Context: an optimization exercise on an open-source flow, tuned for small area, a short achievable clock period and few clock cycles. The choices shown serve that exercise and are no tape-out recipe. At most, simulation tests tie the RTL to the original design; equivalence was not proved. Power and IR drop assume default switching activity.

==> inputs of v5 <==
## fft_stage_top
module fft_stage_top
(
	input logic clk,
	input logic reset,
	input logic start,
	input fft_pkg::level_t level,
	input logic load_en,
	input fft_pkg::addr_t load_addr,
	input fft_pkg::sample_t load_real,
	input fft_pkg::sample_t load_imag,
	input fft_pkg::addr_t rd_addr,
	output logic busy,
	output logic done,
	output fft_pkg::sample_t rd_real,
	output fft_pkg::sample_t rd_imag
);
Settings: LEC_CHECK=0, CAP_MARGIN=20, CORE_MARGIN=2, CORE_UTILIZATION=65, CTS_BUF_LIST=sky130_fd_sc_hd__clkbuf_8, CTS_CLUSTER_SIZE=20, SETUP_SLACK_MARGIN=5, SLEW_MARGIN=20, TNS_END_PERCENT=5; clock period 8.5 ns.
run.sh (not shown) runs the stock make flow with config.mk's settings and CLKGATE_MAP_FILE= SYNTH_SCRIPT=/design/flow/synth_recipe.tcl, a recipe that flattens the netlist after the stock synthesis.
==> v10 (differences from v5) <==
--- a/flow/design.v
+++ b/flow/design.v
@@ -90,14 +90,15 @@
 		k_q <= pc_next & ~mask;
 	end
 endmodule
 `timescale 1ns/1ps
 module sample_buffer
 (
 	input logic clk,
+	input logic run,
 	input logic [2:0] ri0,
 	input logic [2:0] ri1,
 	input logic [1:0] start_sel,
 	output logic [31:0] rd0,
 	output logic [31:0] rd1,
 	output logic [31:0] x0_start,
 	output logic [31:0] xs_start,
@@ -109,32 +110,32 @@
 	input logic [31:0] wd1,
 	input fft_pkg::addr_t rd_addr,
 	output fft_pkg::sample_t rd_real,
 	output fft_pkg::sample_t rd_imag
 );
 	logic [31:0] bank0 [0:7];
 	logic [31:0] bank1 [0:7];
-	assign rd0 = bank0[ri0];
-	assign rd1 = bank1[ri1];
+	logic [2:0] ri0_eff, ri1_eff;
+	assign ri0_eff = run ? ri0 : rd_addr[2:0];
+	assign ri1_eff = run ? ri1 : rd_addr[2:0];
+	assign rd0 = bank0[ri0_eff];
+	assign rd1 = bank1[ri1_eff];
 	assign x0_start = bank0[0];
 	always_comb
 	begin
 		case (start_sel)
 			2'd0: xs_start = bank1[0];
 			2'd1: xs_start = bank1[4];
 			2'd2: xs_start = bank1[2];
 			default: xs_start = bank1[1];
 		endcase
 	end
 	always_ff @(posedge clk)
 	begin
-		if (^rd_addr)
-			{rd_real, rd_imag} <= bank1[rd_addr[2:0]];
-		else
-			{rd_real, rd_imag} <= bank0[rd_addr[2:0]];
+		{rd_real, rd_imag} <= (^rd_addr) ? rd1 : rd0;
 	end
 	always_ff @(posedge clk)
 	begin
 		if (we0) bank0[wi0] <= wd0;
 		if (we1) bank1[wi1] <= wd1;
 	end
 endmodule
@@ -162,18 +163,16 @@
 	output logic [31:0] wd0,
 	output logic [2:0] wi1,
 	output logic [31:0] wd1
 );
 	logic [31:0] xe_r, xo_r;
 	logic [2:0] r_wi0, r_wi1;
 	logic r_swap;
-	logic [31:0] xo_n;
-	assign xo_n = rs_swap ? rd0 : rd1;
 	assign xe_r = rs_start ? x0_start : (rs_swap ? rd1 : rd0);
-	assign xo_r = rs_start ? xs_start : xo_n;
+	assign xo_r = rs_start ? xs_start : (rs_swap ? rd0 : rd1);
 	assign r_wi0 = rs_start ? 3'd0 : rs_ri0;
 	assign r_wi1 = rs_start ? {rs_level == 2'd1, rs_level == 2'd2, rs_level == 2'd3} : rs_ri1;
 	assign r_swap = rs_start ? 1'b0 : rs_swap;
 	fft_pkg::pair_t k;
 	logic [11:0] r_g;
 	logic r_w2, r_ta;
 	assign k = rs_k;
@@ -188,41 +187,53 @@
 	logic a_valid, a_last;
 	logic [2:0] a_wi0, a_wi1;
 	logic a_swap, a_k2;
 	logic [31:0] a_xe, a_xo;
 	logic [11:0] a_g;
 	logic a_w2, a_sa, a_sb, a_ta, a_tb;
 	logic a_re_nc, a_re_ns, a_im_nc, a_im_ns, a_im_ne;
-	assign a_valid = rs_valid && !rs_bypass;
-	assign a_last = rs_valid && !rs_bypass && rs_last;
-	assign a_wi0 = r_wi0;
-	assign a_wi1 = r_wi1;
-	assign a_swap = r_swap;
-	assign a_xe = xe_r;
-	assign a_xo = xo_r;
-	assign a_g = r_g;
-	assign a_k2 = !k[2];
-	assign a_w2 = r_w2;
-	assign a_sa = (k == 3'd0) || (k == 3'd1) || (k == 3'd7);
-	assign a_sb = (k == 3'd3) || (k == 3'd4) || (k == 3'd5);
-	assign a_ta = r_ta;
-	assign a_tb = !r_ta && !r_w2;
-	assign a_re_nc = (k == 3'd7);
-	assign a_re_ns = (k == 3'd5);
-	assign a_im_nc = (k >= 3'd3);
-	assign a_im_ns = (k == 3'd1) || (k >= 3'd5);
-	assign a_im_ne = (k == 3'd6);
-	logic [16:0] xr17, xi17, xr17_n, xi17_n, ua, ub, ure, uim;
+	always_ff @(posedge clk)
+	begin
+		if (reset)
+		begin
+			a_valid <= 1'b0;
+			a_last <= 1'b0;
+		end
+		else
+		begin
+			a_valid <= rs_valid && !rs_bypass;
+			a_last <= rs_valid && !rs_bypass && rs_last;
+		end
+	end
+	always_ff @(posedge clk)
+	begin
+		a_wi0 <= r_wi0;
+		a_wi1 <= r_wi1;
+		a_swap <= r_swap;
+		a_xe <= xe_r;
+		a_xo <= xo_r;
+		a_g <= r_g;
+		a_k2 <= !k[2];
+		a_w2 <= r_w2;
+		a_sa <= (k == 3'd0) || (k == 3'd1) || (k == 3'd7);
+		a_sb <= (k == 3'd3) || (k == 3'd4) || (k == 3'd5);
+		a_ta <= r_ta;
+		a_tb <= !r_ta && !r_w2;
+		a_re_nc <= (k == 3'd7);
+		a_re_ns <= (k == 3'd5);
+		a_im_nc <= (k >= 3'd3);
+		a_im_ns <= (k == 3'd1) || (k >= 3'd5);
+		a_im_ne <= (k == 3'd6);
+	end
+	logic [16:0] xr17, xi17, ua, ub, ure, uim;
 	logic [16:0] re_c, re_s, im_c, im_s;
 	assign xr17 = {a_xo[31], a_xo[31:16]};
 	assign xi17 = {a_xo[15], a_xo[15:0]};
-	assign xr17_n = {xo_n[31], xo_n[31:16]};
-	assign xi17_n = {xo_n[15], xo_n[15:0]};
-	assign ua = xr17_n + xi17_n;
-	assign ub = xi17_n - xr17_n;
+	assign ua = xr17 + xi17;
+	assign ub = xi17 - xr17;
 	assign ure = a_k2 ? ua : ub;
 	assign uim = a_k2 ? ub : ua;
 	assign re_c = ({17{a_sa}} & xr17) | ({17{a_sb}} & xi17) | ({17{a_w2}} & ure);
 	assign re_s = ({17{a_ta}} & xi17) | ({17{a_tb}} & xr17) | ({17{a_w2}} & ure);
 	assign im_c = ({17{a_sa}} & xi17) | ({17{a_sb}} & xr17) | ({17{a_w2}} & uim);
 	assign im_s = ({17{a_ta}} & xr17) | ({17{a_tb}} & xi17) | ({17{a_w2}} & uim);
 	logic b_valid, b_last;
@@ -1037,13 +1048,13 @@
 	assign we1 = bf_we || (load_en && load_par);
 	assign wi0 = bf_we ? bf_wi0 : load_addr[2:0];
 	assign wi1 = bf_we ? bf_wi1 : load_addr[2:0];
 	assign wd0 = bf_we ? bf_wd0 : {load_real, load_imag};
 	assign wd1 = bf_we ? bf_wd1 : {load_real, load_imag};
 	sample_buffer u_buf
 	(
-		.clk(clk), .ri0(rs_ri0), .ri1(rs_ri1), .start_sel(rs_start_sel),
+		.clk(clk), .run(rs_run), .ri0(rs_ri0), .ri1(rs_ri1), .start_sel(rs_start_sel),
 		.rd0(rd0), .rd1(rd1), .x0_start(x0_start), .xs_start(xs_start),
 		.we0(we0), .wi0(wi0), .wd0(wd0), .we1(we1), .wi1(wi1), .wd1(wd1),
 		.rd_addr(rd_addr), .rd_real(rd_real), .rd_imag(rd_imag)
 	);
 endmodule
==> flow/config.mk (replaced) <==
export PLATFORM = sky130hd
export DESIGN_NAME = fft_stage_top
export DESIGN_NICKNAME = fft_stage_top
export VERILOG_FILES = /design/flow/design.v
export SDC_FILE = /design/flow/constraint.sdc
export NUM_CORES = 4
export LEC_CHECK = 0
export CAP_MARGIN = 20
export CORE_MARGIN = 2
export CORE_UTILIZATION = 50
export SETUP_SLACK_MARGIN = 5
export SLEW_MARGIN = 20
export TNS_END_PERCENT = 20
==> v20 (differences from v5) <==
--- a/flow/design.v
+++ b/flow/design.v
@@ -90,14 +90,15 @@
 		k_q <= pc_next & ~mask;
 	end
 endmodule
 `timescale 1ns/1ps
 module sample_buffer
 (
 	input logic clk,
+	input logic run,
 	input logic [2:0] ri0,
 	input logic [2:0] ri1,
 	input logic [1:0] start_sel,
 	output logic [31:0] rd0,
 	output logic [31:0] rd1,
 	output logic [31:0] x0_start,
 	output logic [31:0] xs_start,
@@ -109,32 +110,32 @@
 	input logic [31:0] wd1,
 	input fft_pkg::addr_t rd_addr,
 	output fft_pkg::sample_t rd_real,
 	output fft_pkg::sample_t rd_imag
 );
 	logic [31:0] bank0 [0:7];
 	logic [31:0] bank1 [0:7];
-	assign rd0 = bank0[ri0];
-	assign rd1 = bank1[ri1];
+	logic [2:0] ri0_eff, ri1_eff;
+	assign ri0_eff = run ? ri0 : rd_addr[2:0];
+	assign ri1_eff = run ? ri1 : rd_addr[2:0];
+	assign rd0 = bank0[ri0_eff];
+	assign rd1 = bank1[ri1_eff];
 	assign x0_start = bank0[0];
 	always_comb
 	begin
 		case (start_sel)
 			2'd0: xs_start = bank1[0];
 			2'd1: xs_start = bank1[4];
 			2'd2: xs_start = bank1[2];
 			default: xs_start = bank1[1];
 		endcase
 	end
 	always_ff @(posedge clk)
 	begin
-		if (^rd_addr)
-			{rd_real, rd_imag} <= bank1[rd_addr[2:0]];
-		else
-			{rd_real, rd_imag} <= bank0[rd_addr[2:0]];
+		{rd_real, rd_imag} <= (^rd_addr) ? rd1 : rd0;
 	end
 	always_ff @(posedge clk)
 	begin
 		if (we0) bank0[wi0] <= wd0;
 		if (we1) bank1[wi1] <= wd1;
 	end
 endmodule
@@ -162,18 +163,16 @@
 	output logic [31:0] wd0,
 	output logic [2:0] wi1,
 	output logic [31:0] wd1
 );
 	logic [31:0] xe_r, xo_r;
 	logic [2:0] r_wi0, r_wi1;
 	logic r_swap;
-	logic [31:0] xo_n;
-	assign xo_n = rs_swap ? rd0 : rd1;
 	assign xe_r = rs_start ? x0_start : (rs_swap ? rd1 : rd0);
-	assign xo_r = rs_start ? xs_start : xo_n;
+	assign xo_r = rs_start ? xs_start : (rs_swap ? rd0 : rd1);
 	assign r_wi0 = rs_start ? 3'd0 : rs_ri0;
 	assign r_wi1 = rs_start ? {rs_level == 2'd1, rs_level == 2'd2, rs_level == 2'd3} : rs_ri1;
 	assign r_swap = rs_start ? 1'b0 : rs_swap;
 	fft_pkg::pair_t k;
 	logic [11:0] r_g;
 	logic r_w2, r_ta;
 	assign k = rs_k;
@@ -188,41 +187,53 @@
 	logic a_valid, a_last;
 	logic [2:0] a_wi0, a_wi1;
 	logic a_swap, a_k2;
 	logic [31:0] a_xe, a_xo;
 	logic [11:0] a_g;
 	logic a_w2, a_sa, a_sb, a_ta, a_tb;
 	logic a_re_nc, a_re_ns, a_im_nc, a_im_ns, a_im_ne;
-	assign a_valid = rs_valid && !rs_bypass;
-	assign a_last = rs_valid && !rs_bypass && rs_last;
-	assign a_wi0 = r_wi0;
-	assign a_wi1 = r_wi1;
-	assign a_swap = r_swap;
-	assign a_xe = xe_r;
-	assign a_xo = xo_r;
-	assign a_g = r_g;
-	assign a_k2 = !k[2];
-	assign a_w2 = r_w2;
-	assign a_sa = (k == 3'd0) || (k == 3'd1) || (k == 3'd7);
-	assign a_sb = (k == 3'd3) || (k == 3'd4) || (k == 3'd5);
-	assign a_ta = r_ta;
-	assign a_tb = !r_ta && !r_w2;
-	assign a_re_nc = (k == 3'd7);
-	assign a_re_ns = (k == 3'd5);
-	assign a_im_nc = (k >= 3'd3);
-	assign a_im_ns = (k == 3'd1) || (k >= 3'd5);
-	assign a_im_ne = (k == 3'd6);
-	logic [16:0] xr17, xi17, xr17_n, xi17_n, ua, ub, ure, uim;
+	always_ff @(posedge clk)
+	begin
+		if (reset)
+		begin
+			a_valid <= 1'b0;
+			a_last <= 1'b0;
+		end
+		else
+		begin
+			a_valid <= rs_valid && !rs_bypass;
+			a_last <= rs_valid && !rs_bypass && rs_last;
+		end
+	end
+	always_ff @(posedge clk)
+	begin
+		a_wi0 <= r_wi0;
+		a_wi1 <= r_wi1;
+		a_swap <= r_swap;
+		a_xe <= xe_r;
+		a_xo <= xo_r;
+		a_g <= r_g;
+		a_k2 <= !k[2];
+		a_w2 <= r_w2;
+		a_sa <= (k == 3'd0) || (k == 3'd1) || (k == 3'd7);
+		a_sb <= (k == 3'd3) || (k == 3'd4) || (k == 3'd5);
+		a_ta <= r_ta;
+		a_tb <= !r_ta && !r_w2;
+		a_re_nc <= (k == 3'd7);
+		a_re_ns <= (k == 3'd5);
+		a_im_nc <= (k >= 3'd3);
+		a_im_ns <= (k == 3'd1) || (k >= 3'd5);
+		a_im_ne <= (k == 3'd6);
+	end
+	logic [16:0] xr17, xi17, ua, ub, ure, uim;
 	logic [16:0] re_c, re_s, im_c, im_s;
 	assign xr17 = {a_xo[31], a_xo[31:16]};
 	assign xi17 = {a_xo[15], a_xo[15:0]};
-	assign xr17_n = {xo_n[31], xo_n[31:16]};
-	assign xi17_n = {xo_n[15], xo_n[15:0]};
-	assign ua = xr17_n + xi17_n;
-	assign ub = xi17_n - xr17_n;
+	assign ua = xr17 + xi17;
+	assign ub = xi17 - xr17;
 	assign ure = a_k2 ? ua : ub;
 	assign uim = a_k2 ? ub : ua;
 	assign re_c = ({17{a_sa}} & xr17) | ({17{a_sb}} & xi17) | ({17{a_w2}} & ure);
 	assign re_s = ({17{a_ta}} & xi17) | ({17{a_tb}} & xr17) | ({17{a_w2}} & ure);
 	assign im_c = ({17{a_sa}} & xi17) | ({17{a_sb}} & xr17) | ({17{a_w2}} & uim);
 	assign im_s = ({17{a_ta}} & xr17) | ({17{a_tb}} & xi17) | ({17{a_w2}} & uim);
 	logic b_valid, b_last;
@@ -1037,13 +1048,13 @@
 	assign we1 = bf_we || (load_en && load_par);
 	assign wi0 = bf_we ? bf_wi0 : load_addr[2:0];
 	assign wi1 = bf_we ? bf_wi1 : load_addr[2:0];
 	assign wd0 = bf_we ? bf_wd0 : {load_real, load_imag};
 	assign wd1 = bf_we ? bf_wd1 : {load_real, load_imag};
 	sample_buffer u_buf
 	(
-		.clk(clk), .ri0(rs_ri0), .ri1(rs_ri1), .start_sel(rs_start_sel),
+		.clk(clk), .run(rs_run), .ri0(rs_ri0), .ri1(rs_ri1), .start_sel(rs_start_sel),
 		.rd0(rd0), .rd1(rd1), .x0_start(x0_start), .xs_start(xs_start),
 		.we0(we0), .wi0(wi0), .wd0(wd0), .we1(we1), .wi1(wi1), .wd1(wd1),
 		.rd_addr(rd_addr), .rd_real(rd_real), .rd_imag(rd_imag)
 	);
 endmodule
--- a/flow/config.mk
+++ b/flow/config.mk
@@ -5,11 +5,11 @@
 export SDC_FILE = /design/flow/constraint.sdc
 export NUM_CORES = 4
 export LEC_CHECK = 0
 export CAP_MARGIN = 20
 export CORE_MARGIN = 2
 export CORE_UTILIZATION = 65
 export CTS_BUF_LIST = sky130_fd_sc_hd__clkbuf_8
-export CTS_CLUSTER_SIZE = 20
-export SETUP_SLACK_MARGIN = 5
+export CTS_CLUSTER_SIZE = 30
+export SETUP_SLACK_MARGIN = 4.9
 export SLEW_MARGIN = 20
 export TNS_END_PERCENT = 5
==> notes.md <==
| metric | v10 | v20 | v5 |
|---|---|---|---|
| Final critical-path setup slack | 4.80 ns | 4.71 ns | 4.25 ns |
| Setup WS pre-CTS | 3.12 ns | 3.09 ns | 3.09 ns |
| Worst Reg2Reg Path Length in Cells | 11 | 9 | 19 |
| Run status | finished clean | finished clean | finished clean |
| Data buffer area share | 5.82% | 3.64% | 4.52% |
| Met2 routing resource usage after global routing | 52.6% | 64.7% | 61.9% |
| Power in the clock group | 0.00480 W | 0.00432 W | 0.00410 W |
| HPWL after DPL | 119000 µm | 113000 µm | 113000 µm |
| Met3 wire length | 15600 µm | 18000 µm | 20100 µm |
| Reported combinational group power | 0.00777 W | 0.00680 W | 0.0108 W |
| Maximum operating frequency | 270 MHz | 264 MHz | 235 MHz |
| Vias in the first global route | 37.4k | 37.5k | 37.2k |
| Logic depth of the worst path, buffers included | 11 | 9 | 19 |
| Reg2reg end | u_bfly.w_re_h2[0] | u_buf.bank0[5][25] | u_bfly.b_re_c[9] |
| Layout inverter count without the clock tree | 475 | 475 | 480 |
Testbench counts of v10, summed over its fixed seeds: cycles 10,888.
Testbench counts of v20, summed over its fixed seeds: cycles 10,888.
Only the layout flow was run in v5; the RTL was not checked for function there.

what the ideal ports hide:
Ports are ideal in the flow. The routed layouts listed here were re-timed in OpenROAD.
Step 1 assumes that a clkbuf_16 drives the clock port and a buf_2 every other input.
Step 2 moves the port delays by t, midway between the first and last clock arrival at a register: inputs arrive t later, outputs are due t later. That takes back most of the time a late clock gives input paths.
Slacks: no drivers / after step 1 / after step 2; pairs: no drivers / after step 1.
run	t (ns)	setup WS [ns]	latest minus earliest clock arrival (ns)
v5	0.907	4.250 / 4.250 / 3.433	0.058 / 0.058
v10	0.772	4.802 / 4.802 / 4.177	0.055 / 0.055
v20	0.901	4.707 / 4.707 / 3.919	0.055 / 0.055
After both steps setup and hold are still met in every run listed. The setup slack of v5, which loses most, moves by 0.000 ns with the drivers and by -0.817 ns with both steps.
